Source: an optimization exercise on an open RTL-to-GDS flow (aim: small area). Production flows keep margins and buffers that such runs may drop. In this exercise RTL edits were held to simulation tests only and were not proved equivalent to the original. Power is estimated from default activity; no workload was simulated. No driver is modelled on the clock port, so clocking that relies on it looks cheaper here than on a real chip.

Design peer_table_replay_filter_top, start of the top module:
module peer_table_replay_filter_top #(
   parameter int PEER_SLOTS = ptrf_pkg::PEER_SLOTS_DEFAULT
) (
   input  logic                          clock,
   input  logic                          reset,
   input  logic                          csr_write_enable,
   input  logic                          csr_write_data,
   input  logic                          req_valid,
   output logic                          req_stall,
   input  logic [ptrf_pkg::MODE_W-1:0]   req_mode,
   input  logic [ptrf_pkg::MAC_W-1:0]    req_peer_mac,
   input  logic [ptrf_pkg::MEMBER_W-1:0] req_member_id,
   input  logic [ptrf_pkg::SEQ_W-1:0]    req_sequence_req,
   input  logic                          req_reset_window,
   output logic                          rsp_valid,
   input  logic                          rsp_stall,
   output logic [ptrf_pkg::STATUS_W-1:0] rsp_status,
   output logic                          rsp_found,
   output logic [ptrf_pkg::SLOT_W-1:0]   rsp_slot,
   output logic [ptrf_pkg::MAC_W-1:0]    rsp_found_mac
);
   localparam int IDX_W = ptrf_pkg::SLOT_W;
   logic [IDX_W-1:0]              hidx_ff;
   logic                          init_ff;
   logic                          busy_ff;
   logic                          pass2_ff;
   logic                          provisioned_ff;
   logic                          pending_ff;
   logic [ptrf_pkg::STATUS_W-1:0] st_ff, st_in;
   logic                          fd_ff, fd_in;
   logic [IDX_W-1:0]              sl_ff;
   logic                          mo_ff, mo_in;
   logic                          head_valid;
   logic [ptrf_pkg::MAC_W-1:0]    head_mac;
   logic [ptrf_pkg::MEMBER_W-1:0] head_member;
   logic [ptrf_pkg::SEQ_W-1:0]    head_seq;
  ...
For scale: about 1200 cells after synthesis, ~730 flip-flops, ~19000 µm² of cells after synthesis.
==> flow/config.mk <==
export PLATFORM = sky130hd
export DESIGN_NAME = peer_table_replay_filter_top
export DESIGN_NICKNAME = peer_table_replay_filter_top
export VERILOG_FILES = /design/flow/design.v
export SDC_FILE = /design/flow/constraint.sdc
export NUM_CORES = 4
export LEC_CHECK = 0
export CAP_MARGIN = 20
export CORE_MARGIN = 2
export CORE_UTILIZATION = 70
export CTS_BUF_LIST = sky130_fd_sc_hd__clkbuf_2 sky130_fd_sc_hd__clkbuf_4 sky130_fd_sc_hd__clkbuf_8
export CTS_CLUSTER_SIZE = 20
export SLEW_MARGIN = 20
==> flow/constraint.sdc <==
create_clock -name core_clock -period 5.0 [get_ports {clock}]
set_input_delay 1.0000 -clock core_clock [delete_from_list [all_inputs] [get_ports {clock}]]
set_output_delay 1.0000 -clock core_clock [all_outputs]
set_load 0.01 [all_outputs]
run.sh (not shown) runs the stock make flow with config.mk's settings and CLKGATE_MAP_FILE= SYNTH_SCRIPT=/design/flow/synth_recipe.tcl, a recipe that flattens the netlist after the stock synthesis.
==> next run, changes <==
--- a/flow/config.mk
+++ b/flow/config.mk
@@ -10,3 +10,2 @@
-export CORE_UTILIZATION = 70
-export CTS_BUF_LIST = sky130_fd_sc_hd__clkbuf_2 sky130_fd_sc_hd__clkbuf_4 sky130_fd_sc_hd__clkbuf_8
-export CTS_CLUSTER_SIZE = 20
+export CORE_UTILIZATION = 60
+export CTS_BUF_LIST = sky130_fd_sc_hd__clkbuf_4
- The new run completed without violations
- power shrinks by 3.2%
- routed wire length went down by 12%
- final area is about the same
- worst setup slack gains 0.19 ns
- core utilization came out lower by 13 points
- count of clock-buffer cells in the layout rises by 97
==> next run, changes <==
--- a/flow/config.mk
+++ b/flow/config.mk
@@ -10,2 +10 @@
-export CORE_UTILIZATION = 60
-export CTS_BUF_LIST = sky130_fd_sc_hd__clkbuf_4
+export CORE_UTILIZATION = 50
What happened: The changed run ran to the end with no violations. Synthesized area is unchanged. Wire length decreases by about 1.4%. Power goes up by 6.0%.


== the previous run ==
peer_table_replay_filter_top, a different RTL version from the one above (not shown whole).
Size: about 1000 cells after synthesis, about 740 flip-flops, about 150 I/O pins.
clock: 5.0 ns
lec_check: 0
cap_margin: 20
core_margin: 2
core_utilization: 60
slew_margin: 20
standard.sh (not shown) runs the stock make flow with config.mk's settings and CLKGATE_MAP_FILE= SYNTH_SCRIPT=/design/flow/synth_recipe.tcl, a recipe that flattens the netlist after the stock synthesis.
==> flow/flow/run.sh <==
#!/bin/bash
# Standard ORFS layout, with port buffers of the smallest buffer cell and a
# clock tree of small buffers built without dummy loads. Each tool's output
# goes to a log here.
set -euo pipefail
export BUFFER_PORTS_ARGS="-buffer_cell sky130_fd_sc_hd__buf_1"
export CTS_ARGS="-sink_clustering_enable -repair_clock_nets -dont_use_dummy_load -buf_list sky130_fd_sc_hd__clkbuf_8 -sink_clustering_size 24 -sink_clustering_max_diameter 50"
bash standard.sh > standard.log 2>&1
> inputs changed (the previous run -> the current run)
diff --git a/flow/flow/run.sh b/flow/flow/run.sh
--- a/flow/flow/run.sh
+++ b/flow/flow/run.sh
@@ -7 +7 @@
-export CTS_ARGS="-sink_clustering_enable -repair_clock_nets -dont_use_dummy_load -buf_list sky130_fd_sc_hd__clkbuf_8 -sink_clustering_size 24 -sink_clustering_max_diameter 50"
+export CTS_ARGS="-sink_clustering_enable -repair_clock_nets -dont_use_dummy_load -buf_list sky130_fd_sc_hd__clkbuf_16 -sink_clustering_size 30 -sink_clustering_max_diameter 80"
- The current run: tightest hold margin is 0.0090 ns lower than what the previous run reported.
- Wire length (higher): the previous run
- Largest voltage drop on the vdd net went up by a few percent going from the previous run to the current run.
- There was hardly any difference in multi-input logic portion of the cell area between the previous run and the current run.

static timing again, ports no longer ideal:
In the flow no input, the clock included, has a driving cell. The finished layouts below were timed again as built, in two steps. Step 1, drivers: a clkbuf_16 drives clock and a buf_2 each remaining input, both assumed. Step 2 times the ports against the registers' clock, not the clock port: input delays grow and output delays shrink by t, the midpoint of the rising clock arrivals with the driver on. a / b / c = ideal / step 1 / step 2; a / b = the first two.
run	t (ns)	setup slack, ns	hold WS [ns]	cell pins on the clock port's net
the first run of note 1	0.645	0.119 / 0.097 / 0.097	0.302 / 0.302 / 0.302	1
the second run of note 1	0.814	0.312 / 0.291 / 0.291	0.289 / 0.289 / 0.289	1
the third run of note 1	0.617	0.398 / 0.378 / 0.378	0.311 / 0.311 / 0.311	1
the previous run	0.592	1.644 / 1.598 / 2.099	0.264 / 0.264 / 0.264	1
the current run	0.600	1.583 / 1.534 / 2.091	0.255 / 0.255 / 0.255	1
After both steps every run listed still meets setup and hold. For the first run of note 1, which loses most, drivers alone change the setup slack by -0.022 ns; drivers and shift together by -0.022 ns.
